Source: an optimization exercise on an open RTL-to-GDS flow (aim: a short achievable clock period and few clock cycles). Production flows keep margins and buffers that such runs may drop.
The RTL was checked by simulation tests, not by an equivalence proof against the original design.
No activity file was given, so power comes from the tool's default toggle rates.

===== run.sh =====
#!/bin/bash
# synth_recipe.tcl (not shown) runs the flow's synth.tcl, then flattens the netlist and writes it again
# the make line also repeats each setting of config.mk as NAME=value (left out here)
make -C /OpenROAD-flow-scripts/flow DESIGN_CONFIG=/design/flow/config.mk WORK_HOME=/design/flow/orfs CLKGATE_MAP_FILE= SYNTH_SCRIPT=/design/flow/synth_recipe.tcl finish

===== config.mk =====
export PLATFORM = sky130hd
export DESIGN_NAME = chip8_top
export DESIGN_NICKNAME = chip8_top
export VERILOG_FILES = /design/flow/design.v
export SDC_FILE = /design/flow/constraint.sdc
export NUM_CORES = 4
export LEC_CHECK = 0
export CAP_MARGIN = 20
export CORE_MARGIN = 2
export CORE_UTILIZATION = 40
export SLEW_MARGIN = 20

===== constraint.sdc =====
create_clock -name core_clock -period 10.0 [get_ports {clk}]
set_input_delay 2.0000 -clock core_clock [delete_from_list [all_inputs] [get_ports {clk}]]
set_output_delay 2.0000 -clock core_clock [all_outputs]
set_load 0.01 [all_outputs]

===== design.v =====
`timescale 1ns/1ps
module chip8_bcd (
  input  logic [7:0] v,
  output logic [3:0] tens,
  output logic [3:0] units
);
  always_comb begin
    case (v)
      8'd0: begin tens = 4'd0; units = 4'd0; end
      8'd1: begin tens = 4'd0; units = 4'd1; end
      8'd2: begin tens = 4'd0; units = 4'd2; end
      8'd3: begin tens = 4'd0; units = 4'd3; end
      8'd4: begin tens = 4'd0; units = 4'd4; end
      8'd5: begin tens = 4'd0; units = 4'd5; end
      8'd6: begin tens = 4'd0; units = 4'd6; end
      8'd7: begin tens = 4'd0; units = 4'd7; end
      8'd8: begin tens = 4'd0; units = 4'd8; end
      8'd9: begin tens = 4'd0; units = 4'd9; end
      8'd10: begin tens = 4'd1; units = 4'd0; end
      8'd11: begin tens = 4'd1; units = 4'd1; end
      8'd12: begin tens = 4'd1; units = 4'd2; end
      8'd13: begin tens = 4'd1; units = 4'd3; end
      8'd14: begin tens = 4'd1; units = 4'd4; end
      8'd15: begin tens = 4'd1; units = 4'd5; end
      8'd16: begin tens = 4'd1; units = 4'd6; end
      8'd17: begin tens = 4'd1; units = 4'd7; end
      8'd18: begin tens = 4'd1; units = 4'd8; end
      8'd19: begin tens = 4'd1; units = 4'd9; end
      8'd20: begin tens = 4'd2; units = 4'd0; end
      8'd21: begin tens = 4'd2; units = 4'd1; end
      8'd22: begin tens = 4'd2; units = 4'd2; end
      8'd23: begin tens = 4'd2; units = 4'd3; end
      8'd24: begin tens = 4'd2; units = 4'd4; end
      8'd25: begin tens = 4'd2; units = 4'd5; end
      8'd26: begin tens = 4'd2; units = 4'd6; end
      8'd27: begin tens = 4'd2; units = 4'd7; end
      8'd28: begin tens = 4'd2; units = 4'd8; end
      8'd29: begin tens = 4'd2; units = 4'd9; end
      8'd30: begin tens = 4'd3; units = 4'd0; end
      8'd31: begin tens = 4'd3; units = 4'd1; end
      8'd32: begin tens = 4'd3; units = 4'd2; end
      8'd33: begin tens = 4'd3; units = 4'd3; end
      8'd34: begin tens = 4'd3; units = 4'd4; end
      8'd35: begin tens = 4'd3; units = 4'd5; end
      8'd36: begin tens = 4'd3; units = 4'd6; end
      8'd37: begin tens = 4'd3; units = 4'd7; end
      8'd38: begin tens = 4'd3; units = 4'd8; end
      8'd39: begin tens = 4'd3; units = 4'd9; end
      8'd40: begin tens = 4'd4; units = 4'd0; end
      8'd41: begin tens = 4'd4; units = 4'd1; end
      8'd42: begin tens = 4'd4; units = 4'd2; end
      8'd43: begin tens = 4'd4; units = 4'd3; end
      8'd44: begin tens = 4'd4; units = 4'd4; end
      8'd45: begin tens = 4'd4; units = 4'd5; end
      8'd46: begin tens = 4'd4; units = 4'd6; end
      8'd47: begin tens = 4'd4; units = 4'd7; end
      8'd48: begin tens = 4'd4; units = 4'd8; end
      8'd49: begin tens = 4'd4; units = 4'd9; end
      8'd50: begin tens = 4'd5; units = 4'd0; end
      8'd51: begin tens = 4'd5; units = 4'd1; end
      8'd52: begin tens = 4'd5; units = 4'd2; end
      8'd53: begin tens = 4'd5; units = 4'd3; end
      8'd54: begin tens = 4'd5; units = 4'd4; end
      8'd55: begin tens = 4'd5; units = 4'd5; end
      8'd56: begin tens = 4'd5; units = 4'd6; end
      8'd57: begin tens = 4'd5; units = 4'd7; end
      8'd58: begin tens = 4'd5; units = 4'd8; end
      8'd59: begin tens = 4'd5; units = 4'd9; end
      8'd60: begin tens = 4'd6; units = 4'd0; end
      8'd61: begin tens = 4'd6; units = 4'd1; end
      8'd62: begin tens = 4'd6; units = 4'd2; end
      8'd63: begin tens = 4'd6; units = 4'd3; end
      8'd64: begin tens = 4'd6; units = 4'd4; end
      8'd65: begin tens = 4'd6; units = 4'd5; end
      8'd66: begin tens = 4'd6; units = 4'd6; end
      8'd67: begin tens = 4'd6; units = 4'd7; end
      8'd68: begin tens = 4'd6; units = 4'd8; end
      8'd69: begin tens = 4'd6; units = 4'd9; end
      8'd70: begin tens = 4'd7; units = 4'd0; end
      8'd71: begin tens = 4'd7; units = 4'd1; end
      8'd72: begin tens = 4'd7; units = 4'd2; end
      8'd73: begin tens = 4'd7; units = 4'd3; end
      8'd74: begin tens = 4'd7; units = 4'd4; end
      8'd75: begin tens = 4'd7; units = 4'd5; end
      8'd76: begin tens = 4'd7; units = 4'd6; end
      8'd77: begin tens = 4'd7; units = 4'd7; end
      8'd78: begin tens = 4'd7; units = 4'd8; end
      8'd79: begin tens = 4'd7; units = 4'd9; end
      8'd80: begin tens = 4'd8; units = 4'd0; end
      8'd81: begin tens = 4'd8; units = 4'd1; end
      8'd82: begin tens = 4'd8; units = 4'd2; end
      8'd83: begin tens = 4'd8; units = 4'd3; end
      8'd84: begin tens = 4'd8; units = 4'd4; end
      8'd85: begin tens = 4'd8; units = 4'd5; end
      8'd86: begin tens = 4'd8; units = 4'd6; end
      8'd87: begin tens = 4'd8; units = 4'd7; end
      8'd88: begin tens = 4'd8; units = 4'd8; end
      8'd89: begin tens = 4'd8; units = 4'd9; end
      8'd90: begin tens = 4'd9; units = 4'd0; end
      8'd91: begin tens = 4'd9; units = 4'd1; end
      8'd92: begin tens = 4'd9; units = 4'd2; end
      8'd93: begin tens = 4'd9; units = 4'd3; end
      8'd94: begin tens = 4'd9; units = 4'd4; end
      8'd95: begin tens = 4'd9; units = 4'd5; end
      8'd96: begin tens = 4'd9; units = 4'd6; end
      8'd97: begin tens = 4'd9; units = 4'd7; end
      8'd98: begin tens = 4'd9; units = 4'd8; end
      8'd99: begin tens = 4'd9; units = 4'd9; end
      8'd100: begin tens = 4'd0; units = 4'd0; end
      8'd101: begin tens = 4'd0; units = 4'd1; end
      8'd102: begin tens = 4'd0; units = 4'd2; end
      8'd103: begin tens = 4'd0; units = 4'd3; end
      8'd104: begin tens = 4'd0; units = 4'd4; end
      8'd105: begin tens = 4'd0; units = 4'd5; end
      8'd106: begin tens = 4'd0; units = 4'd6; end
      8'd107: begin tens = 4'd0; units = 4'd7; end
      8'd108: begin tens = 4'd0; units = 4'd8; end
      8'd109: begin tens = 4'd0; units = 4'd9; end
      8'd110: begin tens = 4'd1; units = 4'd0; end
      8'd111: begin tens = 4'd1; units = 4'd1; end
      8'd112: begin tens = 4'd1; units = 4'd2; end
      8'd113: begin tens = 4'd1; units = 4'd3; end
      8'd114: begin tens = 4'd1; units = 4'd4; end
      8'd115: begin tens = 4'd1; units = 4'd5; end
      8'd116: begin tens = 4'd1; units = 4'd6; end
      8'd117: begin tens = 4'd1; units = 4'd7; end
      8'd118: begin tens = 4'd1; units = 4'd8; end
      8'd119: begin tens = 4'd1; units = 4'd9; end
      8'd120: begin tens = 4'd2; units = 4'd0; end
      8'd121: begin tens = 4'd2; units = 4'd1; end
      8'd122: begin tens = 4'd2; units = 4'd2; end
      8'd123: begin tens = 4'd2; units = 4'd3; end
      8'd124: begin tens = 4'd2; units = 4'd4; end
      8'd125: begin tens = 4'd2; units = 4'd5; end
      8'd126: begin tens = 4'd2; units = 4'd6; end
      8'd127: begin tens = 4'd2; units = 4'd7; end
      8'd128: begin tens = 4'd2; units = 4'd8; end
      8'd129: begin tens = 4'd2; units = 4'd9; end
      8'd130: begin tens = 4'd3; units = 4'd0; end
      8'd131: begin tens = 4'd3; units = 4'd1; end
      8'd132: begin tens = 4'd3; units = 4'd2; end
      8'd133: begin tens = 4'd3; units = 4'd3; end
      8'd134: begin tens = 4'd3; units = 4'd4; end
      8'd135: begin tens = 4'd3; units = 4'd5; end
      8'd136: begin tens = 4'd3; units = 4'd6; end
      8'd137: begin tens = 4'd3; units = 4'd7; end
      8'd138: begin tens = 4'd3; units = 4'd8; end
      8'd139: begin tens = 4'd3; units = 4'd9; end
      8'd140: begin tens = 4'd4; units = 4'd0; end
      8'd141: begin tens = 4'd4; units = 4'd1; end
      8'd142: begin tens = 4'd4; units = 4'd2; end
      8'd143: begin tens = 4'd4; units = 4'd3; end
      8'd144: begin tens = 4'd4; units = 4'd4; end
      8'd145: begin tens = 4'd4; units = 4'd5; end
      8'd146: begin tens = 4'd4; units = 4'd6; end
      8'd147: begin tens = 4'd4; units = 4'd7; end
      8'd148: begin tens = 4'd4; units = 4'd8; end
      8'd149: begin tens = 4'd4; units = 4'd9; end
      8'd150: begin tens = 4'd5; units = 4'd0; end
      8'd151: begin tens = 4'd5; units = 4'd1; end
      8'd152: begin tens = 4'd5; units = 4'd2; end
      8'd153: begin tens = 4'd5; units = 4'd3; end
      8'd154: begin tens = 4'd5; units = 4'd4; end
      8'd155: begin tens = 4'd5; units = 4'd5; end
      8'd156: begin tens = 4'd5; units = 4'd6; end
      8'd157: begin tens = 4'd5; units = 4'd7; end
      8'd158: begin tens = 4'd5; units = 4'd8; end
      8'd159: begin tens = 4'd5; units = 4'd9; end
      8'd160: begin tens = 4'd6; units = 4'd0; end
      8'd161: begin tens = 4'd6; units = 4'd1; end
      8'd162: begin tens = 4'd6; units = 4'd2; end
      8'd163: begin tens = 4'd6; units = 4'd3; end
      8'd164: begin tens = 4'd6; units = 4'd4; end
      8'd165: begin tens = 4'd6; units = 4'd5; end
      8'd166: begin tens = 4'd6; units = 4'd6; end
      8'd167: begin tens = 4'd6; units = 4'd7; end
      8'd168: begin tens = 4'd6; units = 4'd8; end
      8'd169: begin tens = 4'd6; units = 4'd9; end
      8'd170: begin tens = 4'd7; units = 4'd0; end
      8'd171: begin tens = 4'd7; units = 4'd1; end
      8'd172: begin tens = 4'd7; units = 4'd2; end
      8'd173: begin tens = 4'd7; units = 4'd3; end
      8'd174: begin tens = 4'd7; units = 4'd4; end
      8'd175: begin tens = 4'd7; units = 4'd5; end
      8'd176: begin tens = 4'd7; units = 4'd6; end
      8'd177: begin tens = 4'd7; units = 4'd7; end
      8'd178: begin tens = 4'd7; units = 4'd8; end
      8'd179: begin tens = 4'd7; units = 4'd9; end
      8'd180: begin tens = 4'd8; units = 4'd0; end
      8'd181: begin tens = 4'd8; units = 4'd1; end
      8'd182: begin tens = 4'd8; units = 4'd2; end
      8'd183: begin tens = 4'd8; units = 4'd3; end
      8'd184: begin tens = 4'd8; units = 4'd4; end
      8'd185: begin tens = 4'd8; units = 4'd5; end
      8'd186: begin tens = 4'd8; units = 4'd6; end
      8'd187: begin tens = 4'd8; units = 4'd7; end
      8'd188: begin tens = 4'd8; units = 4'd8; end
      8'd189: begin tens = 4'd8; units = 4'd9; end
      8'd190: begin tens = 4'd9; units = 4'd0; end
      8'd191: begin tens = 4'd9; units = 4'd1; end
      8'd192: begin tens = 4'd9; units = 4'd2; end
      8'd193: begin tens = 4'd9; units = 4'd3; end
      8'd194: begin tens = 4'd9; units = 4'd4; end
      8'd195: begin tens = 4'd9; units = 4'd5; end
      8'd196: begin tens = 4'd9; units = 4'd6; end
      8'd197: begin tens = 4'd9; units = 4'd7; end
      8'd198: begin tens = 4'd9; units = 4'd8; end
      8'd199: begin tens = 4'd9; units = 4'd9; end
      8'd200: begin tens = 4'd0; units = 4'd0; end
      8'd201: begin tens = 4'd0; units = 4'd1; end
      8'd202: begin tens = 4'd0; units = 4'd2; end
      8'd203: begin tens = 4'd0; units = 4'd3; end
      8'd204: begin tens = 4'd0; units = 4'd4; end
      8'd205: begin tens = 4'd0; units = 4'd5; end
      8'd206: begin tens = 4'd0; units = 4'd6; end
      8'd207: begin tens = 4'd0; units = 4'd7; end
      8'd208: begin tens = 4'd0; units = 4'd8; end
      8'd209: begin tens = 4'd0; units = 4'd9; end
      8'd210: begin tens = 4'd1; units = 4'd0; end
      8'd211: begin tens = 4'd1; units = 4'd1; end
      8'd212: begin tens = 4'd1; units = 4'd2; end
      8'd213: begin tens = 4'd1; units = 4'd3; end
      8'd214: begin tens = 4'd1; units = 4'd4; end
      8'd215: begin tens = 4'd1; units = 4'd5; end
      8'd216: begin tens = 4'd1; units = 4'd6; end
      8'd217: begin tens = 4'd1; units = 4'd7; end
      8'd218: begin tens = 4'd1; units = 4'd8; end
      8'd219: begin tens = 4'd1; units = 4'd9; end
      8'd220: begin tens = 4'd2; units = 4'd0; end
      8'd221: begin tens = 4'd2; units = 4'd1; end
      8'd222: begin tens = 4'd2; units = 4'd2; end
      8'd223: begin tens = 4'd2; units = 4'd3; end
      8'd224: begin tens = 4'd2; units = 4'd4; end
      8'd225: begin tens = 4'd2; units = 4'd5; end
      8'd226: begin tens = 4'd2; units = 4'd6; end
      8'd227: begin tens = 4'd2; units = 4'd7; end
      8'd228: begin tens = 4'd2; units = 4'd8; end
      8'd229: begin tens = 4'd2; units = 4'd9; end
      8'd230: begin tens = 4'd3; units = 4'd0; end
      8'd231: begin tens = 4'd3; units = 4'd1; end
      8'd232: begin tens = 4'd3; units = 4'd2; end
      8'd233: begin tens = 4'd3; units = 4'd3; end
      8'd234: begin tens = 4'd3; units = 4'd4; end
      8'd235: begin tens = 4'd3; units = 4'd5; end
      8'd236: begin tens = 4'd3; units = 4'd6; end
      8'd237: begin tens = 4'd3; units = 4'd7; end
      8'd238: begin tens = 4'd3; units = 4'd8; end
      8'd239: begin tens = 4'd3; units = 4'd9; end
      8'd240: begin tens = 4'd4; units = 4'd0; end
      8'd241: begin tens = 4'd4; units = 4'd1; end
      8'd242: begin tens = 4'd4; units = 4'd2; end
      8'd243: begin tens = 4'd4; units = 4'd3; end
      8'd244: begin tens = 4'd4; units = 4'd4; end
      8'd245: begin tens = 4'd4; units = 4'd5; end
      8'd246: begin tens = 4'd4; units = 4'd6; end
      8'd247: begin tens = 4'd4; units = 4'd7; end
      8'd248: begin tens = 4'd4; units = 4'd8; end
      8'd249: begin tens = 4'd4; units = 4'd9; end
      8'd250: begin tens = 4'd5; units = 4'd0; end
      8'd251: begin tens = 4'd5; units = 4'd1; end
      8'd252: begin tens = 4'd5; units = 4'd2; end
      8'd253: begin tens = 4'd5; units = 4'd3; end
      8'd254: begin tens = 4'd5; units = 4'd4; end
      8'd255: begin tens = 4'd5; units = 4'd5; end
      default: begin tens = 4'd0; units = 4'd0; end
    endcase
  end
endmodule
`timescale 1ns/1ps
module chip8_cpu (
  input  logic        clk,
  input  logic        reset,
  input  logic [7:0]  mem_rdata,
  output logic        mem_read,
  output logic        mem_write,
  output logic [11:0] mem_addr,
  output logic [7:0]  mem_wdata
);
  logic [11:0] a_q;
  logic        rd_q;
  logic        wr_q;
  logic [7:0]  wd_q;
  logic ph_idle, ph_bub, ph_hi, ph_lo, ph_st, ph_wl;
  logic [11:0] pc_q;
  logic [7:0]  hi_q;
  logic        pr_ret_q;    
  logic        pr_skip_q;   
  logic [7:0]  v_q [16];
  logic [11:0] i_q;
  logic [11:0] stack_q [16];
  logic [3:0]  sp_q;
  logic        ex_q;
  logic [15:0] op_q;
  logic        st_first_q;
  logic        st_bcd_q;
  logic [3:0]  st_cnt_q;
  logic [3:0]  st_lim_q;
  logic [7:0]  st_v_q;
  assign mem_read  = rd_q;
  assign mem_write = wr_q;
  assign mem_addr  = a_q;
  assign mem_wdata = wd_q;
  wire [7:0] d = mem_rdata;
  wire [3:0]  hx    = hi_q[3:0];
  wire [3:0]  hn    = hi_q[7:4];
  wire [7:0]  vx    = v_q[hx];
  wire [7:0]  v0    = v_q[0];
  wire [11:0] pc1   = pc_q + 12'd1;
  wire [11:0] pc2   = pc_q + 12'd2;
  wire [11:0] pc4   = pc_q + 12'd4;
  wire [11:0] a1    = a_q + 12'd1;
  wire [11:0] top   = stack_q[sp_q - 4'd1];
  logic [15:0] eqv;
  always_comb
    for (int j = 0; j < 16; j++)
      eqv[j] = (vx == v_q[j]);
  wire [7:0] hundreds = (vx >= 8'd200) ? 8'd2 : (vx >= 8'd100) ? 8'd1 : 8'd0;
  wire lo_ret   = (hi_q == 8'h00) && (d == 8'hEE);
  wire lo_jmp   = (hn == 4'h1) || (hn == 4'h2);
  wire lo_call  = (hn == 4'h2);
  wire lo_bnnn  = (hn == 4'hB);
  wire lo_st33  = (hn == 4'hF) && (d == 8'h33);
  wire lo_st55  = (hn == 4'hF) && (d == 8'h55);
  wire lo_store = lo_st33 || lo_st55;
  wire eq_imm   = (vx == d);
  wire eq_reg   = (d[3:0] == 4'h0) && eqv[d[7:4]];
  wire ne_reg   = (d[3:0] == 4'h0) && !eqv[d[7:4]];
  logic skip_c;
  always_comb begin
    case (hn)
      4'h3:    skip_c = eq_imm;
      4'h4:    skip_c = !eq_imm;
      4'h5:    skip_c = eq_reg;
      4'h9:    skip_c = ne_reg;
      default: skip_c = 1'b0;
    endcase
  end
  wire [11:0] tgt_j = {hx, d};
  wire [11:0] tgt_b = {hx, d} + {4'd0, v0};
  wire miss_ret  = (hi_q == 8'h00) && (d != 8'hEE);
  wire miss_skip = pr_skip_q ? !skip_c : skip_c;
  function automatic logic pred_ret(input logic [7:0] h);
    pred_ret = (h == 8'h00);
  endfunction
  function automatic logic pred_skip(input logic [7:0] h);
    pred_skip = (h[7:4] == 4'h4) || (h[7:4] == 4'h9);
  endfunction
  logic [3:0] bcd_t, bcd_u;
  chip8_bcd u_bcd (.v(st_v_q), .tens(bcd_t), .units(bcd_u));
  always_ff @(posedge clk or posedge reset) begin
    if (reset) begin
      ph_idle    <= 1'b1;
      ph_bub     <= 1'b0;
      ph_hi      <= 1'b0;
      ph_lo      <= 1'b0;
      ph_st      <= 1'b0;
      ph_wl      <= 1'b0;
      rd_q       <= 1'b0;
      wr_q       <= 1'b0;
      a_q        <= 12'h200;
      sp_q       <= 4'd0;
      ex_q       <= 1'b0;
    end else begin
      ph_idle <= 1'b0;
      ph_bub  <= 1'b0;
      ph_hi   <= 1'b0;
      ph_lo   <= 1'b0;
      ph_st   <= 1'b0;
      ph_wl   <= 1'b0;
      ex_q    <= ph_lo;
      rd_q    <= 1'b1;
      wr_q    <= 1'b0;
      if (ph_idle) begin
        a_q    <= 12'h200;
        ph_bub <= 1'b1;
      end
      if (ph_bub) begin
        a_q   <= a1;
        ph_hi <= 1'b1;
      end
      if (ph_hi) begin
        if (pred_ret(d))
          a_q <= top;
        else if (pred_skip(d))
          a_q <= pc4;
        else
          a_q <= pc2;
        ph_lo <= 1'b1;
      end
      if (ph_wl) begin
        if (pred_ret(hi_q))
          a_q <= top;
        else if (pred_skip(hi_q))
          a_q <= pc4;
        else
          a_q <= pc2;
        ph_lo <= 1'b1;
      end
      if (ph_lo) begin
        if (lo_call)
          sp_q <= sp_q + 4'd1;
        if (lo_ret)
          sp_q <= sp_q - 4'd1;
        if (lo_store) begin
          a_q   <= i_q;
          rd_q  <= 1'b0;
          wr_q  <= 1'b1;
          ph_st <= 1'b1;
        end else if (lo_jmp) begin
          a_q    <= tgt_j;
          ph_bub <= 1'b1;
        end else if (lo_bnnn) begin
          a_q    <= tgt_b;
          ph_bub <= 1'b1;
        end else if (miss_ret) begin
          a_q    <= pc2;
          ph_bub <= 1'b1;
        end else if (miss_skip) begin
          a_q    <= skip_c ? pc4 : pc2;
          ph_bub <= 1'b1;
        end else begin
          a_q   <= a1;
          ph_hi <= 1'b1;
        end
      end
      if (ph_st) begin
        if (st_cnt_q == st_lim_q) begin
          a_q   <= pc1;
          ph_wl <= 1'b1;
        end else begin
          a_q   <= a1;
          rd_q  <= 1'b0;
          wr_q  <= 1'b1;
          ph_st <= 1'b1;
        end
      end
    end
  end
  always_ff @(posedge clk) begin
    st_first_q <= 1'b0;
    if (ph_bub)
      pc_q <= a_q;
    if (ph_hi) begin
      hi_q      <= d;
      pr_ret_q  <= pred_ret(d);
      pr_skip_q <= pred_skip(d);
    end
    if (ph_wl) begin
      pr_ret_q  <= pred_ret(hi_q);
      pr_skip_q <= pred_skip(hi_q);
    end
    if (ph_lo) begin
      op_q <= {hi_q, d};
      if (lo_call)
        stack_q[sp_q] <= pc2;
      if (!lo_store && !lo_jmp && !lo_bnnn && !miss_ret && !miss_skip)
        pc_q <= a_q;
      if (lo_store) begin
        pc_q       <= pc2;
        st_first_q <= 1'b1;
        st_bcd_q   <= lo_st33;
        st_cnt_q   <= 4'd0;
        st_lim_q   <= lo_st33 ? 4'd2 : hx;
        st_v_q     <= vx;
        wd_q       <= lo_st33 ? hundreds : v0;
      end
    end
    if (ph_st) begin
      if (a_q == pc_q)
        hi_q <= wd_q;
      else if (st_first_q)
        hi_q <= d;
      st_cnt_q <= st_cnt_q + 4'd1;
      if (st_bcd_q)
        wd_q <= {4'd0, (st_cnt_q == 4'd0) ? bcd_t : bcd_u};
      else
        wd_q <= v_q[st_cnt_q + 4'd1];
    end
  end
  wire [3:0] ex_n = op_q[15:12];
  wire [3:0] ex_x = op_q[11:8];
  wire [3:0] ex_y = op_q[7:4];
  wire [3:0] ex_f = op_q[3:0];
  wire [7:0] ex_nn = op_q[7:0];
  wire [7:0] exv = v_q[ex_x];
  wire [7:0] eyv = v_q[ex_y];
  logic [7:0] res;
  logic       flag;
  logic       wx, wf;
  logic [8:0] sum;
  always_comb begin
    res  = exv;
    flag = 1'b0;
    wx   = 1'b0;
    wf   = 1'b0;
    sum  = {1'b0, exv} + {1'b0, eyv};
    case (ex_n)
      4'h6: begin res = ex_nn; wx = 1'b1; end
      4'h7: begin res = exv + ex_nn; wx = 1'b1; end
      4'h8: begin
        case (ex_f)
          4'h0: begin res = eyv; wx = 1'b1; end
          4'h1: begin res = exv | eyv; wx = 1'b1; end
          4'h2: begin res = exv & eyv; wx = 1'b1; end
          4'h3: begin res = exv ^ eyv; wx = 1'b1; end
          4'h4: begin res = sum[7:0]; flag = sum[8]; wx = 1'b1; wf = 1'b1; end
          4'h5: begin res = exv - eyv; flag = (exv >= eyv); wx = 1'b1; wf = 1'b1; end
          4'h6: begin res = exv >> 1; flag = exv[0]; wx = 1'b1; wf = 1'b1; end
          4'h7: begin res = eyv - exv; flag = (eyv > exv); wx = 1'b1; wf = 1'b1; end
          4'hE: begin res = exv << 1; flag = exv[7]; wx = 1'b1; wf = 1'b1; end
          default: ;
        endcase
      end
      default: ;
    endcase
  end
  always_ff @(posedge clk or posedge reset) begin
    if (reset) begin
      for (int i = 0; i < 16; i++)
        v_q[i] <= 8'd0;
      i_q <= 12'd0;
    end else if (ex_q) begin
      if (wx)
        v_q[ex_x] <= res;
      if (wf)
        v_q[15] <= {7'd0, flag};
      if (ex_n == 4'hA)
        i_q <= op_q[11:0];
      if (ex_n == 4'hF && ex_nn == 8'h1E)
        i_q <= i_q + {4'd0, exv};
    end
  end
endmodule
`timescale 1ns/1ps
module chip8_top (
  input  logic        clk,
  input  logic        reset,
  input  logic [7:0]  mem_rdata,
  output logic        mem_read,
  output logic        mem_write,
  output logic [11:0] mem_addr,
  output logic [7:0]  mem_wdata
);
  chip8_cpu u_cpu (
    .clk       (clk),
    .reset     (reset),
    .mem_rdata (mem_rdata),
    .mem_read  (mem_read),
    .mem_write (mem_write),
    .mem_addr  (mem_addr),
    .mem_wdata (mem_wdata)
  );
endmodule

==> out/results.tsv, run 1 <==
stage	metric	value	unit
timing	setup repair after global routing missed its margin	no	
floorplanning	# rows	101	
synth	Synth Register Bits	427	
drt	Routed WL	133700	microns
timing	post-route setup TNS	0	ns
setup_path	Worst EP required	10.30	ns
setup_path	r2r endpoint	u_cpu.pc_q[0]	
drt	Routed wire per std cell	31.22	microns
timing	Clock Skew	0.05016	ns
clocking	clock latency on the worst-skew pair	0.62	ns
run_status	status	no timing/DRC/antenna violations	
global_routing	GRT overflow	0	
finish	Reg area	11730	sq um
setup_path	startpoint types	register	
pwr	peak supply drop	0.2147	mV
placed_design	DPL Wire Length	89210	microns
clocking	post-CTS repair timing setup buffer count	0	
drt	Via-to-Cell Ratio	6.920	
global_routing	gr usage total	0.3308	
pwr	proportion of power drawn by the clock network	0.154	
clocking	clock sink total	427	
drt	DRT Pass-1 Iters	7	
clocking	post-CTS sizing	0	
global_routing	largest net degree at the start of global routing	74	
synth	Post-synth EDFFs	235	
drt	DR DRC count	0	
synth	main flop type after synthesis	edfxtp_1	
setup_path	worst path cell trace	buf_4, or2_2, nor3_2, a22o_1, inv_1, a2111oi_0, a31oi_1, o41ai_2, nand4b_1, mux2i_2, o21ai_0, and2_1, o21ai_0, a211oi_1	
finish	Final Util	0.4412	
pwr	Internal Power	5633	uW
clocking	TritonCTS clock tree	built	
setup_path	highest-delay cell along the critical path	nor3_2	
pwr	P_sw	5684	uW
synth	yosys warns	3	
drt	number of DRC markers in iteration 0	5503	
clocking	CTS Hold Bufs	0	
setup_path	Worst Path Arrival	6.95	ns
synth	Syn Std Cell Area	30580	sq um
setup_path	slowest cell delay on critical path	0.92	ns
synth	Mapped Cells	3397	
timing	post-layout min period	6.647	ns
setup_path	Worst setup EP type	register	
placed_design	port bufs	31	
floorplanning	Die H	280.5	microns
min_path	Hold WC Path Type	register to register	
floorplanning	core area	75820	sq um
setup_path	Critical Path Sink	u_cpu.pc_q[0]	
setup_path	Critical path origin	u_cpu.hi_q[3]	
setup_path	R2R Setup Slk	3.35	ns
synth	syn nets	3486	
timing	Fin. Hold Viols	0	
global_routing	antenna violations before repair	6	
pwr	sw frac	0.5023	
pwr	Reg power frac	0.270	
pwr	Lkg Pwr	0.01243	uW
pwr	combinational power share	0.576	
finish	# nets final	3350	
global_routing	first-pass GRT wire length	190700	microns
finish	area of the multi-input gates	16990	sq um
timing	Worst-Margin Slew	1.221	ns
clocking	clk buf depth	3	
timing	slew margin rel.	0.1817	
synth	Avg Cell Area, Syn	9.003	sq um
synth	post-synthesis async set-or-reset flop share	0.3841	
timing	Tcrit/Tclk final	0.6647	
drt	Vias	29640	
setup_path	kind of critical path	register to register	
clocking	H-Tree Depth	2	
timing	Slew Limit Fails	0	
run	MaxCap Viol Count	0	
setup_path	CP max FO	40	
floorplanning	die area	78690	sq um
drt	Routed Antenna Nets	0	
synth	number of distinct library cells after synthesis	105	
clocking	Worst-path clk slew	0.07	ns
global_routing	number of global-route vias before repair	26420	
setup_path	Worst path most repeated cell	o21ai_0	
clocking	Num CTS Buffers	47	
floorplanning	Die X	280.5	microns
timing	Fmax achieved	150.4	MHz
setup_path	FF-to-FF Start	u_cpu.hi_q[3]	
finish	final instance area	33450	sq um
finish	share of cells above drive strength 1	0.1153	
placed_design	GP Congestion	1.147	
floorplanning	Initial Util	0.4034	
pwr	pwr/cell area	338.3	nW/um^2
timing	endpoints failing setup	0	
placed_design	Post-DP Area	31880	sq um
finish	number of fill cells	7321	
floorplanning	I/O pin total	32	
clocking	clk root buf	clkbuf_16	
setup_path	reg2reg path depth	14	
synth	sequential share of the synthesized area	0.3833	
finish	area delta synth->final	9.372	%
how the worst min path moves through the flow:
| stage | from | endpoint | slack, ns | depth (start not counted) |
|---|---|---|---|---|
| final | u_cpu.st_v_q[0] | u_cpu.bcd_u[0] | 0.47 | 2 |
| after global routing | u_cpu.st_v_q[0] | u_cpu.bcd_u[0] | 0.52 | 2 |
| after CTS | u_cpu.st_v_q[0] | u_cpu.bcd_u[0] | 0.47 | 2 |
| after detailed placement | u_cpu.st_v_q[0] | u_cpu.bcd_u[0] | 0.46 | 2 |
| after global placement | u_cpu.st_v_q[0] | u_cpu.bcd_u[0] | 0.46 | 2 |
| after floorplan | u_cpu.hi_q[4] | u_cpu.op_q[12] | 0.41 | 0 |
metal layers:
| metal | track usage | wire [microns] | vias to the layer above |
|---|---|---|---|
| li1 | - | - | 12520 |
| met3 | 0.1190 | 18490 | 579 |
| met5 | 0.005629 | 126 | - |
| met1 | 0.4526 | 53070 | 14270 |
| met4 | 0.1632 | 9243 | 12 |
| met2 | 0.4581 | 52800 | 2264 |
power by group through the flow:
| stage | Combinational (uW) | Clock [uW] | Sequential [uW] |
|---|---|---|---|
| after floorplan | 4350 | 0 | 2520 |
| after global placement | 6210 | 0 | 3000 |
| after detailed placement | 6200 | 0 | 3000 |
| after CTS | 6230 | 1770 | 2960 |
| after global routing | 6830 | 1830 | 3020 |
| final | 6520 | 1750 | 3050 |
cell type report:
cell class | count | area share
diodes | 8 | 0.0005985
clock inverters | 28 | 0.008603
well taps | 978 | 0.03658
inverters | 110 | 0.01249
repair buffers | 194 | 0.04586
multi-input cells | 2481 | 0.5080
clock buffers | 57 | 0.03718
flip-flops and latches | 427 | 0.3507
placed cells by master (no fill, tap or decap), drive strengths merged, types with 50 or more instances in the layout:
cell type | Yosys | routed
o21ai | 310 | 310
o22ai | 50 | 50
nor2 | 233 | 233
dfrtp | 162 | 162
clkbuf | 267 | 57
edfxtp | 235 | 235
nand3 | 87 | 87
nand2 | 373 | 373
mux2i | 81 | 81
buf | 111 | 163
xnor2 | 55 | 55
xor2 | 50 | 50
ha | 73 | 73
a22oi | 156 | 156
a21oi | 191 | 191
mux4 | 65 | 65
inv | 101 | 105
per-stage QoR:
step | setup slack [ns] | power (uW) | instances | hold slack [ns]
floorplan | 3.570 | 6873 | 3397 | 0.4064
global placement | 3.036 | 9206 | 4190 | 0.4566
detailed placement | 3.002 | 9198 | 4190 | 0.4580
CTS | 3.459 | 10960 | 4275 | 0.4714
global route | 3.077 | 11690 | 4276 | 0.5227
finish | 3.353 | 11320 | 4283 | 0.4716
synthesized netlist by cell type (21+ instances only):
master    count  area share
o21ai_0     305       0.050
dfrtp_1     162        0.13
buf_1        70      0.0086
nand3b_1     29      0.0071
buf_2        25      0.0041
o211ai_1     29      0.0071
a21oi_1     191       0.031
nor2b_1      26      0.0053
xor2_1       50       0.014
xnor2_1      55       0.016
a22oi_1     156       0.038
clkbuf_1    262       0.032
mux4_2       65       0.048
dfxtp_1      28       0.018
o221ai_1     21      0.0060
nand2b_1     22      0.0045
inv_1       100       0.012
o22ai_1      49       0.010
nor3_1       36      0.0059
mux2_2       21      0.0077
nand3_1      86       0.014
ha_1         73       0.030
a211oi_1     40      0.0098
a22o_1       44       0.013
a31oi_1      42      0.0086
a221oi_1     47       0.013
nand2_1     372       0.046
mux2i_1      81       0.027
nand4_1      28      0.0057
nor2_1      232       0.028
edfxtp_1    235        0.23
and3_1       30      0.0061
flip-flops by register name, summed over array words and instances, names as in the netlist, 4 cells and up:
| signal | flops |
|---|---|
| u_cpu.st_v_q | 8 |
| u_cpu.wd_q | 8 |
| u_cpu.st_cnt_q | 4 |
| u_cpu.hi_q | 8 |
| u_cpu.a_q | 12 |
| u_cpu.st_lim_q | 4 |
| u_cpu.v_q | 128 |
| u_cpu.bcd_t | 4 |
| u_cpu.sp_q | 4 |
| u_cpu.bcd_u | 4 |
| u_cpu.stack_q | 192 |
| u_cpu.i_q | 12 |
| u_cpu.op_q | 16 |
| u_cpu.pc_q | 12 |
kinds of logic after synthesis:
logic type / count (synthesis) / synth area share
compound gates: 1170 / 0.2597
simple gates: 958 / 0.1461
buf+inv: 489 / 0.06439
flops: 427 / 0.3833
mux: 168 / 0.08247
xor+xnor: 105 / 0.03007
fa+ha+maj: 79 / 0.03379
other cells: 1 / 0.0001226
worst max-delay path, delay by kind of cell, from the launching register on:
family / cells / cell delay [ns]
AOI/OAI and AO/OA: 7 / 2.64
buffers and inverters: 2 / 0.60
DFF: 1 / 0.39
muxes: 1 / 0.70
and+or+nand+nor: 4 / 1.98
Testbench counts, summed over its fixed seeds: cycles 37,463.
==> inputs of run 2 (changes only) <==
--- a/design.v
+++ b/design.v
@@ -263,5 +263,5 @@
       8'd254: begin tens = 4'd5; units = 4'd4; end
       8'd255: begin tens = 4'd5; units = 4'd5; end
-      default: begin tens = 4'd0; units = 4'd0; end
+      default: begin tens = v[3:0]; units = v[7:4]; end
     endcase
   end
@@ -283,7 +283,12 @@
   logic ph_idle, ph_bub, ph_hi, ph_lo, ph_st, ph_wl;
   logic [11:0] pc_q;
+  logic [11:0] pcp1_q;    
+  logic [11:0] pcp2_q;
+  logic [11:0] pcp4_q;
   logic [7:0]  hi_q;
-  logic        pr_ret_q;    
-  logic        pr_skip_q;   
+  logic        k_ret_q;   
+  logic        k_jmp_q;   
+  logic        k_call_q;  
+  logic        k_f_q;     
   logic [7:0]  v_q [16];
   logic [11:0] i_q;
@@ -291,10 +296,15 @@
   logic [3:0]  sp_q;
   logic        ex_q;
-  logic [15:0] op_q;
+  logic [15:0] op_e;
+  logic [11:0] pc2_e;
+  logic [11:0] pc4_e;
+  logic [7:0]  vx_e;
+  logic [7:0]  vy_e;
   logic        st_first_q;
+  logic        st_real_q;
   logic        st_bcd_q;
   logic [3:0]  st_cnt_q;
   logic [3:0]  st_lim_q;
-  logic [7:0]  st_v_q;
+  logic [3:0]  st_u_q;
   assign mem_read  = rd_q;
   assign mem_write = wr_q;
@@ -302,65 +312,90 @@
   assign mem_wdata = wd_q;
   wire [7:0] d = mem_rdata;
-  wire [3:0]  hx    = hi_q[3:0];
-  wire [3:0]  hn    = hi_q[7:4];
-  wire [7:0]  vx    = v_q[hx];
-  wire [7:0]  v0    = v_q[0];
-  wire [11:0] pc1   = pc_q + 12'd1;
-  wire [11:0] pc2   = pc_q + 12'd2;
-  wire [11:0] pc4   = pc_q + 12'd4;
-  wire [11:0] a1    = a_q + 12'd1;
-  wire [11:0] top   = stack_q[sp_q - 4'd1];
-  logic [15:0] eqv;
-  always_comb
-    for (int j = 0; j < 16; j++)
-      eqv[j] = (vx == v_q[j]);
+  wire [3:0]  hx  = hi_q[3:0];
+  wire [3:0]  hn  = hi_q[7:4];
+  wire [7:0]  vx  = v_q[hx];
+  wire [11:0] pc1 = pcp1_q;
+  wire [11:0] pc2 = pcp2_q;
+  wire [11:0] pc4 = pcp4_q;
+  wire [11:0] a1  = a_q + 12'd1;
+  wire [11:0] top = stack_q[sp_q - 4'd1];
+  wire [7:0] hb = ph_wl ? hi_q : d;
+  wire guess_ret  = (hb[7:4] == 4'h0);
+  wire guess_skip = (hb[7:4] == 4'h4) || (hb[7:4] == 4'h9);
+  wire c_ret  = k_ret_q;
+  wire c_jmp  = k_jmp_q;
+  wire c_call = k_call_q;
+  wire d_ee   = (d == 8'hEE);
+  wire d_33   = (d == 8'h33);
+  wire st_go  = (hn == 4'hF) && (d_33 || (d == 8'h55));
+  wire c_f    = k_f_q;
   wire [7:0] hundreds = (vx >= 8'd200) ? 8'd2 : (vx >= 8'd100) ? 8'd1 : 8'd0;
-  wire lo_ret   = (hi_q == 8'h00) && (d == 8'hEE);
-  wire lo_jmp   = (hn == 4'h1) || (hn == 4'h2);
-  wire lo_call  = (hn == 4'h2);
-  wire lo_bnnn  = (hn == 4'hB);
-  wire lo_st33  = (hn == 4'hF) && (d == 8'h33);
-  wire lo_st55  = (hn == 4'hF) && (d == 8'h55);
-  wire lo_store = lo_st33 || lo_st55;
-  wire eq_imm   = (vx == d);
-  wire eq_reg   = (d[3:0] == 4'h0) && eqv[d[7:4]];
-  wire ne_reg   = (d[3:0] == 4'h0) && !eqv[d[7:4]];
-  logic skip_c;
+  wire [3:0] en  = op_e[15:12];
+  wire [3:0] ex  = op_e[11:8];
+  wire [3:0] ef  = op_e[3:0];
+  wire [7:0] enn = op_e[7:0];
+  wire e_eqi = (vx_e == enn);
+  wire e_eqr = (vx_e == vy_e);
+  wire e_f0  = (ef == 4'h0);
+  logic e_taken;
   always_comb begin
-    case (hn)
-      4'h3:    skip_c = eq_imm;
-      4'h4:    skip_c = !eq_imm;
-      4'h5:    skip_c = eq_reg;
-      4'h9:    skip_c = ne_reg;
-      default: skip_c = 1'b0;
+    case (en)
+      4'h3:    e_taken = e_eqi;
+      4'h4:    e_taken = !e_eqi;
+      4'h5:    e_taken = e_eqr && e_f0;
+      4'h9:    e_taken = !e_eqr && e_f0;
+      default: e_taken = 1'b0;
+    endcase
+  end
+  wire e_guess = (en == 4'h4) || (en == 4'h9);
+  wire e_skip  = (en == 4'h3) || (en == 4'h4) || (en == 4'h5) || (en == 4'h9);
+  wire e_bnnn  = (en == 4'hB);
+  wire e_ret   = (op_e == 16'h00EE);
+  wire e_miss  = ex_q && (((e_taken != e_guess) && e_skip) || e_bnnn ||
+                          ((en == 4'h0) && !e_ret));
+  wire e_unpop = ex_q && (op_e[15:8] == 8'h00) && !e_ret;
+  wire [11:0] e_tgt = e_bnnn ? (op_e[11:0] + {4'd0, v_q[0]}) :
+                      e_taken ? pc4_e : pc2_e;
+  logic [7:0] res;
+  logic       flag;
+  logic       wx, wf;
+  logic [8:0] sum;
+  logic [8:0] dif;
+  logic [8:0] dfn;
+  always_comb begin
+    sum  = {1'b0, vx_e} + {1'b0, vy_e};
+    dif  = {1'b0, vx_e} - {1'b0, vy_e};
+    dfn  = {1'b0, vy_e} - {1'b0, vx_e};
+    res  = vx_e;
+    flag = 1'b0;
+    wx   = 1'b0;
+    wf   = 1'b0;
+    case (en)
+      4'h6: begin res = enn; wx = 1'b1; end
+      4'h7: begin res = vx_e + enn; wx = 1'b1; end
+      4'h8: begin
+        case (ef)
+          4'h0: begin res = vy_e; wx = 1'b1; end
+          4'h1: begin res = vx_e | vy_e; wx = 1'b1; end
+          4'h2: begin res = vx_e & vy_e; wx = 1'b1; end
+          4'h3: begin res = vx_e ^ vy_e; wx = 1'b1; end
+          4'h4: begin res = sum[7:0]; flag = sum[8]; wx = 1'b1; wf = 1'b1; end
+          4'h5: begin res = dif[7:0]; flag = !dif[8]; wx = 1'b1; wf = 1'b1; end
+          4'h6: begin res = vx_e >> 1; flag = vx_e[0]; wx = 1'b1; wf = 1'b1; end
+          4'h7: begin res = dfn[7:0]; flag = dif[8]; wx = 1'b1; wf = 1'b1; end
+          4'hE: begin res = vx_e << 1; flag = vx_e[7]; wx = 1'b1; wf = 1'b1; end
+          default: ;
+        endcase
+      end
+      default: ;
     endcase
   end
-  wire [11:0] tgt_j = {hx, d};
-  wire [11:0] tgt_b = {hx, d} + {4'd0, v0};
-  wire miss_ret  = (hi_q == 8'h00) && (d != 8'hEE);
-  wire miss_skip = pr_skip_q ? !skip_c : skip_c;
-  function automatic logic pred_ret(input logic [7:0] h);
-    pred_ret = (h == 8'h00);
-  endfunction
-  function automatic logic pred_skip(input logic [7:0] h);
-    pred_skip = (h[7:4] == 4'h4) || (h[7:4] == 4'h9);
-  endfunction
   logic [3:0] bcd_t, bcd_u;
-  chip8_bcd u_bcd (.v(st_v_q), .tens(bcd_t), .units(bcd_u));
+  chip8_bcd u_bcd (.v(vx_e), .tens(bcd_t), .units(bcd_u));
+  wire st_more = ph_st && st_real_q && (st_cnt_q != st_lim_q);
+  wire st_go_l = ph_lo && st_go;
   always_ff @(posedge clk or posedge reset) begin
     if (reset) begin
-      ph_idle    <= 1'b1;
-      ph_bub     <= 1'b0;
-      ph_hi      <= 1'b0;
-      ph_lo      <= 1'b0;
-      ph_st      <= 1'b0;
-      ph_wl      <= 1'b0;
-      rd_q       <= 1'b0;
-      wr_q       <= 1'b0;
-      a_q        <= 12'h200;
-      sp_q       <= 4'd0;
-      ex_q       <= 1'b0;
-    end else begin
-      ph_idle <= 1'b0;
+      ph_idle <= 1'b1;
       ph_bub  <= 1'b0;
       ph_hi   <= 1'b0;
@@ -368,150 +403,81 @@
       ph_st   <= 1'b0;
       ph_wl   <= 1'b0;
-      ex_q    <= ph_lo;
-      rd_q    <= 1'b1;
+      rd_q    <= 1'b0;
       wr_q    <= 1'b0;
-      if (ph_idle) begin
-        a_q    <= 12'h200;
-        ph_bub <= 1'b1;
-      end
-      if (ph_bub) begin
-        a_q   <= a1;
-        ph_hi <= 1'b1;
-      end
-      if (ph_hi) begin
-        if (pred_ret(d))
-          a_q <= top;
-        else if (pred_skip(d))
-          a_q <= pc4;
-        else
-          a_q <= pc2;
-        ph_lo <= 1'b1;
-      end
-      if (ph_wl) begin
-        if (pred_ret(hi_q))
-          a_q <= top;
-        else if (pred_skip(hi_q))
-          a_q <= pc4;
-        else
-          a_q <= pc2;
-        ph_lo <= 1'b1;
-      end
-      if (ph_lo) begin
-        if (lo_call)
-          sp_q <= sp_q + 4'd1;
-        if (lo_ret)
-          sp_q <= sp_q - 4'd1;
-        if (lo_store) begin
-          a_q   <= i_q;
-          rd_q  <= 1'b0;
-          wr_q  <= 1'b1;
-          ph_st <= 1'b1;
-        end else if (lo_jmp) begin
-          a_q    <= tgt_j;
-          ph_bub <= 1'b1;
-        end else if (lo_bnnn) begin
-          a_q    <= tgt_b;
-          ph_bub <= 1'b1;
-        end else if (miss_ret) begin
-          a_q    <= pc2;
-          ph_bub <= 1'b1;
-        end else if (miss_skip) begin
-          a_q    <= skip_c ? pc4 : pc2;
-          ph_bub <= 1'b1;
-        end else begin
-          a_q   <= a1;
-          ph_hi <= 1'b1;
-        end
-      end
-      if (ph_st) begin
-        if (st_cnt_q == st_lim_q) begin
-          a_q   <= pc1;
-          ph_wl <= 1'b1;
-        end else begin
-          a_q   <= a1;
-          rd_q  <= 1'b0;
-          wr_q  <= 1'b1;
-          ph_st <= 1'b1;
-        end
-      end
+      ex_q    <= 1'b0;
+      sp_q    <= 4'd0;
+    end else begin
+      ph_idle <= 1'b0;
+      ph_bub  <= ph_idle | (ph_lo & c_jmp) | e_miss;
+      ph_hi   <= ph_bub | (ph_lo & !c_jmp & !c_f);
+      ph_lo   <= (ph_hi & !e_miss) | ph_wl;
+      ph_st   <= (ph_lo & c_f) | st_more;
+      ph_wl   <= ph_st & !st_more;
+      rd_q    <= !(st_go_l | st_more);
+      wr_q    <= st_go_l | st_more;
+      ex_q    <= ph_lo;
+      if (ph_lo && c_call)
+        sp_q <= sp_q + 4'd1;
+      else if (ph_lo && c_ret)
+        sp_q <= sp_q - 4'd1;
+      else if (e_unpop)
+        sp_q <= sp_q + 4'd1;
     end
   end
+  logic [11:0] a_n;
+  always_comb begin
+    if (ph_lo)
+      a_n = c_jmp ? {hx, d} : c_f ? i_q : a1;
+    else if (ph_hi || ph_wl)
+      a_n = e_miss ? e_tgt : guess_ret ? top : guess_skip ? pc4 : pc2;
+    else if (ph_st)
+      a_n = st_more ? a1 : pc1;
+    else if (ph_bub)
+      a_n = a1;
+    else
+      a_n = 12'h200;
+  end
+  wire [7:0] wd_n = ph_st ? (st_bcd_q ? {4'd0, (st_cnt_q == 4'd0) ? bcd_t : st_u_q}
+                                                  : v_q[st_cnt_q + 4'd1])
+                          : (d_33 ? hundreds : v_q[0]);
   always_ff @(posedge clk) begin
-    st_first_q <= 1'b0;
-    if (ph_bub)
-      pc_q <= a_q;
-    if (ph_hi) begin
-      hi_q      <= d;
-      pr_ret_q  <= pred_ret(d);
-      pr_skip_q <= pred_skip(d);
-    end
-    if (ph_wl) begin
-      pr_ret_q  <= pred_ret(hi_q);
-      pr_skip_q <= pred_skip(hi_q);
+    a_q        <= a_n;
+    wd_q       <= wd_n;
+    st_first_q <= ph_lo;
+    op_e       <= {hi_q, d};
+    pc2_e      <= pcp2_q;
+    pc4_e      <= pcp4_q;
+    vx_e       <= vx;
+    vy_e       <= v_q[d[7:4]];
+    if (ph_bub || ph_lo) begin
+      pc_q   <= a_q;
+      pcp1_q <= a_q + 12'd1;
+      pcp2_q <= a_q + 12'd2;
+      pcp4_q <= a_q + 12'd4;
+    end
+    if (ph_hi || ph_wl) begin
+      hi_q     <= hb;
+      k_ret_q  <= (hb == 8'h00);
+      k_jmp_q  <= (hb[7:4] == 4'h1) || (hb[7:4] == 4'h2);
+      k_call_q <= (hb[7:4] == 4'h2);
+      k_f_q    <= (hb[7:4] == 4'hF);
     end
     if (ph_lo) begin
-      op_q <= {hi_q, d};
-      if (lo_call)
+      if (c_call)
         stack_q[sp_q] <= pc2;
-      if (!lo_store && !lo_jmp && !lo_bnnn && !miss_ret && !miss_skip)
-        pc_q <= a_q;
-      if (lo_store) begin
-        pc_q       <= pc2;
-        st_first_q <= 1'b1;
-        st_bcd_q   <= lo_st33;
-        st_cnt_q   <= 4'd0;
-        st_lim_q   <= lo_st33 ? 4'd2 : hx;
-        st_v_q     <= vx;
-        wd_q       <= lo_st33 ? hundreds : v0;
-      end
+      st_bcd_q   <= d_33;
+      st_real_q  <= st_go;
+      st_cnt_q   <= 4'd0;
+      st_lim_q   <= d_33 ? 4'd2 : hx;
     end
     if (ph_st) begin
-      if (a_q == pc_q)
+      if (wr_q && (a_q == pc_q))
         hi_q <= wd_q;
       else if (st_first_q)
         hi_q <= d;
       st_cnt_q <= st_cnt_q + 4'd1;
-      if (st_bcd_q)
-        wd_q <= {4'd0, (st_cnt_q == 4'd0) ? bcd_t : bcd_u};
-      else
-        wd_q <= v_q[st_cnt_q + 4'd1];
     end
-  end
-  wire [3:0] ex_n = op_q[15:12];
-  wire [3:0] ex_x = op_q[11:8];
-  wire [3:0] ex_y = op_q[7:4];
-  wire [3:0] ex_f = op_q[3:0];
-  wire [7:0] ex_nn = op_q[7:0];
-  wire [7:0] exv = v_q[ex_x];
-  wire [7:0] eyv = v_q[ex_y];
-  logic [7:0] res;
-  logic       flag;
-  logic       wx, wf;
-  logic [8:0] sum;
-  always_comb begin
-    res  = exv;
-    flag = 1'b0;
-    wx   = 1'b0;
-    wf   = 1'b0;
-    sum  = {1'b0, exv} + {1'b0, eyv};
-    case (ex_n)
-      4'h6: begin res = ex_nn; wx = 1'b1; end
-      4'h7: begin res = exv + ex_nn; wx = 1'b1; end
-      4'h8: begin
-        case (ex_f)
-          4'h0: begin res = eyv; wx = 1'b1; end
-          4'h1: begin res = exv | eyv; wx = 1'b1; end
-          4'h2: begin res = exv & eyv; wx = 1'b1; end
-          4'h3: begin res = exv ^ eyv; wx = 1'b1; end
-          4'h4: begin res = sum[7:0]; flag = sum[8]; wx = 1'b1; wf = 1'b1; end
-          4'h5: begin res = exv - eyv; flag = (exv >= eyv); wx = 1'b1; wf = 1'b1; end
-          4'h6: begin res = exv >> 1; flag = exv[0]; wx = 1'b1; wf = 1'b1; end
-          4'h7: begin res = eyv - exv; flag = (eyv > exv); wx = 1'b1; wf = 1'b1; end
-          4'hE: begin res = exv << 1; flag = exv[7]; wx = 1'b1; wf = 1'b1; end
-          default: ;
-        endcase
-      end
-      default: ;
-    endcase
+    if (st_first_q)
+      st_u_q <= bcd_u;
   end
   always_ff @(posedge clk or posedge reset) begin
@@ -522,11 +488,11 @@
     end else if (ex_q) begin
       if (wx)
-        v_q[ex_x] <= res;
+        v_q[ex] <= res;
       if (wf)
         v_q[15] <= {7'd0, flag};
-      if (ex_n == 4'hA)
-        i_q <= op_q[11:0];
-      if (ex_n == 4'hF && ex_nn == 8'h1E)
-        i_q <= i_q + {4'd0, exv};
+      if (en == 4'hA)
+        i_q <= op_e[11:0];
+      if ((en == 4'hF) && (enn == 8'h1E))
+        i_q <= i_q + {4'd0, vx_e};
     end
   end
==> flow/run.sh (new file) <==
#!/bin/bash
# The standard layout (standard.sh, unchanged scripts and constraints),
# with timing repair asked to keep improving paths until their slack reaches
# SETUP_SLACK_MARGIN, i.e. towards a shorter period than the 10 ns clock.
# make's full output goes to standard.log; ORFS keeps each step's log under
# orfs/logs.
set -euo pipefail
export SETUP_SLACK_MARGIN=7.0
bash standard.sh > standard.log 2>&1
==> standard.sh (new file) <==
#!/bin/bash
# synth_recipe.tcl (not shown) runs the flow's synth.tcl, then flattens the netlist and writes it again
# the make line also repeats each setting of config.mk as NAME=value (left out here)
make -C /OpenROAD-flow-scripts/flow DESIGN_CONFIG=/design/flow/config.mk WORK_HOME=/design/flow/orfs CLKGATE_MAP_FILE= SYNTH_SCRIPT=/design/flow/synth_recipe.tcl "${@:-finish}"
--- a/config.mk
+++ b/config.mk
@@ -8,4 +8,4 @@
 export CAP_MARGIN = 20
 export CORE_MARGIN = 2
-export CORE_UTILIZATION = 40
+export CORE_UTILIZATION = 30
 export SLEW_MARGIN = 20
removed: run.sh
==> run 2 against run 1 <==
Sequential share of layout area grew 5.4 points. Worst setup slack gained 3.4 ns. Combinational power shrank 2%. Sequential power grew 23%. Non-clock buffer count grew 37.
==> out/results.tsv, run 2 <==
stage	metric	value	unit	change
setup_path	kind of critical path	register to register		
finish	Reg with most FFs	u_cpu.stack_q		
setup_path	Worst path most repeated cell	o211ai_1		
drt	DR DRC count	0		unchanged
finish	commonest cells after routing, fill and taps aside	nand2_1 (280), edfxtp_1 (255), o21ai_0 (195), dfrtp_1 (149), buf_4 (141)		
synth	Synth Register Bits	499		+17%
clocking	TritonCTS clock tree	built		
finish	share of cells above drive strength 1	0.2518		+0.1365
floorplanning	die area	91360	sq um	+16%
setup_path	Critical path origin	u_cpu.hi_q[1]		
clocking	clk buf depth	3		unchanged
synth	number of distinct library cells after synthesis	92		-12%
floorplanning	core area	88240	sq um	+16%
pwr	pwr/cell area	366.9	nW/um^2	+8.5%
timing	Fmax achieved	307.4	MHz	+100%
global_routing	GRT overflow	0		unchanged
synth	sequential share of the synthesized area	0.4987		+0.1154
clocking	Num CTS Buffers	52		+11%
synth	Mapped Cells	2486		-27%
clocking	H-Tree Depth	2		unchanged
setup_path	R2R Setup Slk	6.75	ns	+3.39 ns
setup_path	Worst Path Arrival	3.77	ns	-3.18 ns
setup_path	Worst setup EP type	register		
timing	Clock Skew	0.04520	ns	-0.004961 ns
setup_path	r2r endpoint	u_cpu.bcd_u[2]		
pwr	combinational power share	0.523		-0.053
pwr	sw frac	0.4319		-0.07034
setup_path	highest-delay cell along the critical path	a2111o_1		
global_routing	largest net degree at the start of global routing	70		-5.4%
setup_path	CP max FO	6		-85%
drt	Routed WL	96690	microns	-28%
pwr	peak supply drop	0.2095	mV	-2.4%
finish	commonest non-fill, non-tap cell in the layout	nand2_1		
timing	Fin. Hold Viols	0		unchanged
synth	Synth top area share	0.2869		+0.05620
placed_design	port bufs	31		unchanged
synth	post-synth top area cell	edfxtp_1		
floorplanning	# rows	109		+7.9%
placed_design	GP Congestion	1.030		-10%
timing	Setup WS post-layout	6.747	ns	+3.394 ns
placed_design	worst slack, placed	5.197	ns	+2.195 ns
synth	Syn Std Cell Area	26690	sq um	-13%
clocking	clock latency on the worst-skew pair	0.64	ns	+0.02 ns
setup_path	reg2reg path depth	15		+1
min_path	Hold WC Path Type	register to register		
setup_path	FF-to-FF Start	u_cpu.hi_q[1]		
drt	Routed Antenna Nets	0		unchanged
setup_path	slowest cell delay on critical path	0.41	ns	-0.51 ns
run_status	status	no timing/DRC/antenna violations		
floorplanning	Die H	302.3	microns	+7.8%
clocking	clock sink total	499		+17%
placed_design	DPL Wire Length	59390	microns	-33%
run	MaxCap Viol Count	0		unchanged
drt	Via-to-Cell Ratio	5.825		-16%
synth	post-synthesis async set-or-reset flop share	0.3066		-0.07746
finish	# nets final	2700		-19%
clocking	Worst-path clk slew	0.06	ns	about the same
synth	syn nets	2575		-26%
timing	post-layout min period	3.253	ns	-3.394 ns
synth	Post-synth EDFFs	255		+8.5%
setup_path	Critical Path Sink	u_cpu.bcd_u[2]		
synth	most common cell in the netlist	nand2_1		
timing	Worst-Margin Slew	0.9819	ns	-0.2388 ns
synth	main flop type after synthesis	edfxtp_1		
finish	max reg flops	192		unchanged
clocking	clk root buf	clkbuf_16		
floorplanning	Die X	302.3	microns	+7.8%
setup_path	worst path cell trace	buf_12, nor2b_4, a221oi_2, or3_1, o211ai_1, o21a_2, inv_4, ha_4, inv_2, a211oi_2, a21oi_1, o21ai_0, a31oi_1, a2111o_1, o211ai_1		
setup_path	Worst EP required	10.52	ns	+0.22 ns
pwr	Internal Power	6922	uW	+23%
synth	yosys warns	3		unchanged
finish	number of fill cells	8468		+16%
drt	Vias	22250		-25%
drt	DRT Pass-1 Iters	14		+7
pwr	Lkg Pwr	0.01252	uW	+0.70%
timing	endpoints failing setup	0		unchanged
timing	slew margin rel.	0.3447		+0.1629
floorplanning	I/O pin total	32		unchanged
drt	Routed wire per std cell	25.31	microns	-19%
timing	Slew Limit Fails	0		unchanged
synth	Avg Cell Area, Syn	10.73	sq um	+19%
global_routing	number of global-route vias before repair	20780		-21%
synth	main area contributors after synthesis	edfxtp_1 (29%), dfrtp_1 (14%), dfxtp_1 (6.8%)		
finish	area delta synth->final	24.45	%	
pwr	Reg power frac	0.308		+0.038
floorplanning	Initial Util	0.3024		-0.1009
pwr	P_sw	5263	uW	-7.4%
drt	number of DRC markers in iteration 0	2858		-48%
finish	top flop regs	u_cpu.stack_q x192, u_cpu.v_q x128, u_cpu.op_e x16		
pwr	proportion of power drawn by the clock network	0.169		+0.015
timing	Tcrit/Tclk final	0.3253		-0.3394
global_routing	first-pass GRT wire length	139800	microns	-27%
synth	Post-synth top cells	nand2_1 (300), edfxtp_1 (255), o21ai_0 (231)		
timing	setup repair after global routing missed its margin	yes		
setup_path	startpoint types	register		
global_routing	gr usage total	0.2034		-0.1274
global_routing	antenna violations before repair	2		-4
timing	post-route setup TNS	0	ns	unchanged
==> run 2: final cells by class <==
| type | count | area, sq um | area share |
|---|---|---|---|
| antenna | 2 | 5.005 | 0.0001507 |
| clock buffer | 64 | 1398 | 0.04208 |
| clock inverter | 32 | 425.4 | 0.01281 |
| inverter | 76 | 335.3 | 0.01010 |
| multi-input combinational | 1749 | 13600 | 0.4094 |
| sequential | 499 | 13440 | 0.4047 |
| tap | 1165 | 1458 | 0.04389 |
| timing repair buffer | 231 | 2540 | 0.07648 |
| timing repair inverter | 2 | 13.76 | 0.0004144 |
==> run 2: what timing repair did <==
action | 4_1_cts | 5_1_grt
buffers inserted | 95 | 36
setup endpoints to repair | 308 | 235
pin swaps | 41 | 48
hold buffers | 0 | 0
resized for setup | 391 | 156
cloned | 17 | 6
==> run 2: kinds of logic (layout without fill, tap and decap cells) <==
group	count (synthesis)	after routing	share of synthesized area
compound gates	725	727	0.1798
simple gates	694	695	0.1208
flops	499	499	0.4987
buf+inv	241	405	0.03807
mux	170	170	0.09836
fa+ha+maj	80	80	0.03910
xor+xnor	76	76	0.02494
other cells	1	3	0.0001405
==> run 2: how the worst min path moves through the flow <==
stage                           from               to  slack (ns)  depth (start not counted)
finish               u_cpu.pcp4_q[8]   u_cpu.pc4_e[8]        0.35                          0
global route         u_cpu.pcp4_q[8]   u_cpu.pc4_e[8]        0.37                          0
CTS                  u_cpu.pcp4_q[8]   u_cpu.pc4_e[8]        0.34                          0
floorplan           u_cpu.pcp4_q[10]  u_cpu.pc4_e[10]        0.35                          0
detailed placement   u_cpu.pcp4_q[8]   u_cpu.pc4_e[8]        0.35                          0
global placement     u_cpu.pcp4_q[7]   u_cpu.pc4_e[7]        0.35                          0
==> run 2: stage by stage <==
stage          total power (uW)  cells  utilization  instance area (sq um)  hold WS [ns]
2_1_floorplan              6866   2486            -                  26920        0.3473
3_3_place_gp               8447   3568       0.3202                  28250        0.3511
3_5_place_dp               8461   3568       0.3202                  28250        0.3546
4_1_cts                   11450   3776       0.3659                  32290        0.3387
5_1_grt                   12740   3818       0.3763                  33210        0.3658
6_report                  12190   3820       0.3764                  33210        0.3478
==> run 2: power groups by stage <==
| stage | clock network (uW) | registers [uW] | logic (uW) |
|---|---|---|---|
| after floorplan | 0 | 3330 | 3540 |
| after global placement | 0 | 3790 | 4660 |
| after detailed placement | 0 | 3790 | 4670 |
| after CTS | 2090 | 3710 | 5650 |
| after global routing | 2170 | 3800 | 6770 |
| final | 2060 | 3750 | 6370 |
==> run 2: critical path: cells and delay by family (launching register included) <==
family | cells | cell delay (ns)
AOI/OAI and AO/OA | 9 | 1.95
DFF | 1 | 0.39
adders and majority gates | 1 | 0.16
buffers and inverters | 3 | 0.35
and+or+nand+nor | 2 | 0.29
==> run 2: per-layer routing <==
layer / global-route usage / wire length, microns / up-vias
met2: 0.3108 / 42220 / 1357
met5: 0 / 0 / -
li1: - / - / 9589
met1: 0.2738 / 39000 / 10930
met3: 0.05171 / 10010 / 374
met4: 0.08545 / 5461 / 0
Testbench counts of run 2, summed over its fixed seeds: cycles 38,925.
==> inputs of run 3 (changes only) <==
--- a/design.v
+++ b/design.v
@@ -7,5 +7,5 @@
   always_comb begin
     case (v)
-      8'd0: begin tens = 4'd0; units = 4'd0; end
+      8'd0: begin tens = v[3:0]; units = v[7:4]; end
       8'd1: begin tens = 4'd0; units = 4'd1; end
       8'd2: begin tens = 4'd0; units = 4'd2; end
@@ -319,5 +319,6 @@
   wire [11:0] pc4 = pcp4_q;
   wire [11:0] a1  = a_q + 12'd1;
-  wire [11:0] top = stack_q[sp_q - 4'd1];
+  logic [11:0] top_q;       
+  wire  [11:0] top = top_q;
   wire [7:0] hb = ph_wl ? hi_q : d;
   wire guess_ret  = (hb[7:4] == 4'h0);
@@ -463,4 +464,10 @@
       k_f_q    <= (hb[7:4] == 4'hF);
     end
+    if (ph_lo && c_call)
+      top_q <= pc2;
+    else if (ph_lo && c_ret)
+      top_q <= stack_q[sp_q - 4'd2];
+    else if (e_unpop)
+      top_q <= stack_q[sp_q];
     if (ph_lo) begin
       if (c_call)
==> run 3 against run 2 <==
Still clean. Clock skew increased by 0.0070 ns. Final cell count is 12% higher. Worst hold slack improved by 0.030 ns. Combinational power is essentially flat. Utilization decreased by 0.39 points. Register-to-register slack gained 0.08 ns. Highest routed layer is now met5.
==> out/results.tsv, run 3 <==
stage	metric	value	unit	change
run_status	status	no timing/DRC/antenna violations		
synth	Synth top area share	0.2692		-0.01773
timing	Tcrit/Tclk final	0.3212		-0.004087
setup_path	Worst Path Arrival	1.21	ns	-2.56 ns
timing	post-route setup TNS	0	ns	unchanged
timing	Clock Skew	0.05222	ns	+0.007017 ns
floorplanning	# rows	115		+5.5%
floorplanning	Die H	319.1	microns	+5.6%
global_routing	largest net degree at the start of global routing	154		+120%
timing	slew margin rel.	0.2502		-0.09451
drt	Routed wire per std cell	27.27	microns	+7.8%
timing	setup repair after global routing missed its margin	yes		
pwr	pwr/cell area	336.8	nW/um^2	-8.2%
synth	post-synth top area cell	edfxtp_1		
timing	post-layout min period	3.212	ns	-0.04087 ns
pwr	peak supply drop	0.2227	mV	+6.3%
clocking	clk buf depth	3		unchanged
pwr	Lkg Pwr	0.01349	uW	+7.8%
global_routing	number of global-route vias before repair	24710		+19%
synth	Mapped Cells	2849		+15%
timing	hold_ws	0.3777	ns	+0.02985 ns
timing	Slew Limit Fails	0		unchanged
timing	endpoints failing setup	0		unchanged
global_routing	antenna violations before repair	1		-1
synth	sequential share of the synthesized area	0.4543		-0.04446
min_path	Hold WC Path Type	register to register		
setup_path	kind of critical path	register to output port		
floorplanning	core area	98420	sq um	+12%
timing	Fmax achieved	311.3	MHz	+1.3%
finish	max reg flops	192		unchanged
synth	Avg Cell Area, Syn	10.45	sq um	-2.6%
setup_path	Worst setup EP type	output port		
drt	Vias	26520		+19%
drt	Routed WL	116500	microns	+21%
synth	main flop type after synthesis	edfxtp_1		
synth	post-synthesis async set-or-reset flop share	0.3036		-0.003042
setup_path	startpoint types	register		
setup_path	R2R Setup Slk	6.83	ns	+0.08 ns
timing	Fin. Hold Viols	0		unchanged
floorplanning	Initial Util	0.3026		about the same
drt	number of DRC markers in iteration 0	4096		+43%
clocking	Num CTS Buffers	55		+5.8%
min_path	min-delay src	u_cpu.pcp4_q[4]		
finish	number of fill cells	9696		+15%
drt	DR DRC count	0		unchanged
finish	Reg with most FFs	u_cpu.stack_q		
setup_path	FF-to-FF Start	u_cpu.vx_e[4]		
clocking	Worst-path clk slew	0.06	ns	about the same
setup_path	CP max FO	2		-4
## run 3: repair_timing
| item | 4_1_cts | 5_1_grt |
|---|---|---|
| buffers inserted | 111 | 38 |
| hold buffers | 0 | 0 |
| setup endpoints to repair | 349 | 183 |
| pin swaps | 43 | 55 |
| gates resized for setup | 382 | 150 |
| gates cloned | 27 | 2 |
## run 3: area by class of cell
class	instances	area, sq um	share of cell area
multi-input combinational	2049	16090	0.4389
sequential	504	13650	0.3723
timing repair buffer	256	3127	0.08529
tap	1287	1610	0.04393
clock buffer	78	1564	0.04266
inverter	73	342.8	0.009352
clock inverter	25	275.3	0.007509
## run 3: worst max path at each step
stage	startpoint	to	slack, ns	cells past startpoint
floorplan	reset	u_cpu.ex_q	6.07	1
global placement	mem_rdata[5]	u_cpu.a_q[7]	4.90	8
detailed placement	mem_rdata[5]	u_cpu.a_q[7]	4.82	8
CTS	u_cpu.a_q[11]	mem_addr[11]	6.78	2
global route	u_cpu.a_q[11]	mem_addr[11]	6.76	2
finish	u_cpu.a_q[11]	mem_addr[11]	6.79	2
## run 3: critical path, stage by stage (launching register included)
cell	delay, ns
dfxtp_2	0.32
buf_6	0.13
buf_6	0.12
## run 3: cells by family (layout without fill, tap and decap cells)
family | count (synthesis) | in the layout
multiplexers | 208 | 208
buffers and inverters | 297 | 432
other | 1 | 1
adder cells (fa/ha/maj) | 76 | 76
AO/OA/AOI/OAI | 835 | 835
AND/OR/NAND/NOR | 848 | 849
XOR/XNOR | 80 | 80
flip-flops | 504 | 504
## run 3: through the flow
stage | area [sq um] | util | total power (uW) | std cells | setup slack, ns
2_1_floorplan | 30190 | - | 7015 | 2849 | 6.070
3_3_place_gp | 31390 | 0.3189 | 8672 | 3990 | 4.897
3_5_place_dp | 31390 | 0.3189 | 8706 | 3990 | 4.821
4_1_cts | 35830 | 0.3641 | 11790 | 4231 | 6.779
5_1_grt | 36660 | 0.3725 | 12810 | 4272 | 6.756
6_report | 36660 | 0.3725 | 12350 | 4272 | 6.788
## run 3: layer usage
layer | vias up | share of wire | global-route usage
met4 | 2 | 0.059 | 0.09990
li1 | 11120 | - | -
met3 | 535 | 0.12 | 0.05207
met1 | 12940 | 0.40 | 0.3019
met2 | 1929 | 0.43 | 0.3280
met5 | - | 0.00011 | 0
## run 3: power breakdown
part	leakage [uW]	total [uW]	internal, uW	switching, uW
combinational	0.00729	6400	2790	3610
clock	0.000909	2070	1180	892
sequential	0.00529	3880	2990	889
Testbench counts of run 3, summed over its fixed seeds: cycles 38,925.

==> re-timing with driven ports <==
The flow's constraints put no driver on any port. The routed layouts listed below were extracted and timed again, unchanged, in two steps. Step 1, drivers: a clkbuf_16 drives clk and a buf_2 each remaining input, both assumed. Step 2, shift: input delay + t, output delay - t, t = (earliest + latest rising clock arrival at the registers) / 2. This alone moves slack from input paths to output paths. a / b / c = ideal / step 1 / step 2; a / b = the first two.
run | t, ns | setup slack, ns | worst data-port slew with drivers (ns)
run 1 | 0.671 | 3.353 / 3.353 / 2.862 | 0.09
run 2 | 0.686 | 6.747 / 6.724 / 6.206 | 0.04
run 3 | 0.701 | 6.788 / 6.723 / 6.174 | 0.07
After both steps setup and hold are still met in every run listed. For run 3, which loses most, drivers alone change the setup slack by -0.065 ns; drivers and shift together by -0.614 ns.
